Context: an optimization exercise on an open-source flow, tuned for small area, a short achievable clock period and few clock cycles per item. The choices shown serve that exercise and are no tape-out recipe.
Power is estimated from default activity; no workload was simulated.

Setup of west:
// ekf_frontend_top
module ekf_frontend_top (
  input  wire                clk,
  input  wire                sys_rst,
  input  wire                ekf_pkg::stage_e i_stage_val,
  output logic               o_stage_rdy,
  input  wire                ekf_pkg::lm_idx_t i_l_k,
  input  wire                ekf_pkg::data_t i_rk,
  input  wire                ekf_pkg::data_t i_phi,
  output logic               o_plb_en,
  output logic               o_plb_we,
  output ekf_pkg::plb_addr_t o_plb_addr,
  output ekf_pkg::data_t     o_plb_din,
  input  wire                ekf_pkg::data_t i_plb_dout,
  output logic               o_init_predict,
  output logic               o_init_newlm,
  output logic               o_init_update,
  output ekf_pkg::data_t     o_xk,
  output ekf_pkg::data_t     o_yk,
  output ekf_pkg::data_t     o_xita,
  output ekf_pkg::data_t     o_lkx,
  output ekf_pkg::data_t     o_lky,
  input  wire                i_done_predict,
  input  wire                i_done_newlm,
  input  wire                i_done_update,
  input  wire                ekf_pkg::data_t i_result_0,
  input  wire                ekf_pkg::data_t i_result_1,
  input  wire                ekf_pkg::data_t i_result_2,
  input  wire                ekf_pkg::data_t i_result_3,
  input  wire                ekf_pkg::data_t i_result_4,
  input  wire                ekf_pkg::data_t i_result_5
);
  localparam logic [12:0] J = 13'd4096;
  localparam int C_AEN  = 0;    
  localparam int C_BW   = 1;    
  localparam int C_INV  = 2;    
  ...
export LEC_CHECK = 0
export CAP_MARGIN = 20
export CORE_MARGIN = 2
export CORE_UTILIZATION = 45
export CTS_BUF_LIST = sky130_fd_sc_hd__clkbuf_4 sky130_fd_sc_hd__clkbuf_8
export SETUP_SLACK_MARGIN = 2.2
export SLEW_MARGIN = 20
create_clock -name core_clock -period 5.5 [get_ports {clk}]
standard.sh (not shown) runs the stock make flow with config.mk's settings and CLKGATE_MAP_FILE= SYNTH_SCRIPT=/design/flow/synth_recipe.tcl, a recipe that flattens the netlist after the stock synthesis.
==> flow/flow/run.sh <==
#!/bin/bash
# Standard layout, with the smallest plain buffer on every port instead of
# the default port buffer.
set -euo pipefail
export BUFFER_PORTS_ARGS="-buffer_cell sky130_fd_sc_hd__buf_1"
bash standard.sh > standard.log 2>&1
Setup changes, west to south
--- a/flow/design.v
+++ b/flow/design.v
@@ -55,39 +55,38 @@
   localparam int C_M02  = 7;    
   localparam int C_MRK  = 8;    
   localparam int C_MPHI = 9;    
   localparam int C_M10  = 10;   
   localparam int C_M34  = 11;   
   localparam int C_M43  = 12;   
   localparam int C_M32  = 13;   
   localparam int C_LAST = 14;
   localparam int CW     = 15;
   logic          rdy_q;
   logic [1:0]    kind_q;
-  logic [9:0]    k_q;
   logic [6:1]    ph_q;          
   logic          wait_q;        
   logic          wr_q;          
   logic [3:0]    n_q;           
   logic [CW-1:0] ctl_q;
   logic          en_q, we_q;
   logic [12:0]   addr_q;
   logic          ini_p_q, ini_n_q, ini_u_q;
   logic          wt_p_q, wt_n_q, wt_u_q;   
   logic [31:0]   r0, r1, r2, r3, r4, wd;
   logic          acc, done_hit;
   logic [12:0]   lm;
   assign acc = rdy_q & ~i_stage_val[2] & (i_stage_val[1] | i_stage_val[0]);
   assign done_hit = (wt_p_q & i_done_predict) | (wt_n_q & i_done_newlm) |
                     (wt_u_q & i_done_update);
-  assign lm = 13'd3 + {2'b00, k_q, 1'b0};
+  assign lm = 13'd3 + {2'b00, i_l_k, 1'b0};
   function automatic logic [CW-1:0] ctl_of(input logic [1:0] kind, input logic [3:0] c);
     logic [CW-1:0] t;
     t = '0;
     case (kind)
       2'd1: case (c)
         4'd1: begin t[C_AEN] = 1; t[C_BW] = 1; t[C_M01] = 1; end             
         4'd2: begin t[C_AEN] = 1; t[C_M02] = 1; t[C_M34] = 1; t[C_M43] = 1; end  
         4'd3: begin t[C_AEN] = 1; t[C_M34] = 1; end                           
         4'd4: t[C_INV] = 1;                                                   
         default: t[C_LAST] = 1;
       endcase
@@ -145,23 +144,22 @@
         4'd6: a = J + 13'd1;
         4'd7: a = J + 13'd6;
         4'd8: a = J + 13'd8;
         default: a = J + 13'd9;
       endcase
     endcase
     addr_of = a;
   endfunction
   always_ff @(posedge clk) begin
     if (rdy_q) begin
       kind_q <= i_stage_val[1:0];
-      k_q    <= i_l_k;
     end
   end
   always_ff @(posedge clk) begin
     if (rdy_q) begin
       addr_q <= 13'd0;
     end else if (wait_q) begin
       addr_q <= addr_of(kind_q, done_hit ? 4'd1 : 4'd0, lm);
       ctl_q  <= ctl_of(kind_q, 4'd1);
       n_q    <= 4'd2;
     end else if (wr_q) begin
       addr_q <= addr_of(kind_q, n_q, lm);
Results
As of south, power consumed by the clock network had fallen by a few percent compared to west.
STATUS final critical-path setup slack: south wins against west
south has core area below what west had.
Taking west as the reference point, the utilization after layout of south falls by 0.67 points.
south vs west: ratio of final minimum period to clock period down in south
No functional check of the RTL was part of any run of this note.

-- separate check: timing with driven ports --
In the flow no input, the clock included, has a driving cell. The finished layouts below were timed again as built, in two steps.
Step 1: set_driving_cell puts a clkbuf_16 on clk and a buf_2 on each other input, an assumption about the parent block.
Step 2, shift: input delay + t, output delay - t, t = (earliest + latest rising clock arrival at the registers) / 2. This alone moves slack from input paths to output paths.
Slacks: ideal ports / drivers / drivers and shift; pairs: ideal ports / drivers.
run	t, ns	slack for setup (ns)	worst setup path after step 2	clock arrival spread, ns	worst slew at a driven data input, ns
west	0.703	1.909 / 1.909 / 1.909	register to register	0.034 / 0.035	0.12
south	0.696	2.176 / 2.176 / 1.845	input to register	0.035 / 0.035	0.11
After both steps setup and hold are still met in every run listed. For south, which loses most, drivers alone change the setup slack by 0.000 ns; drivers and shift together by -0.331 ns.
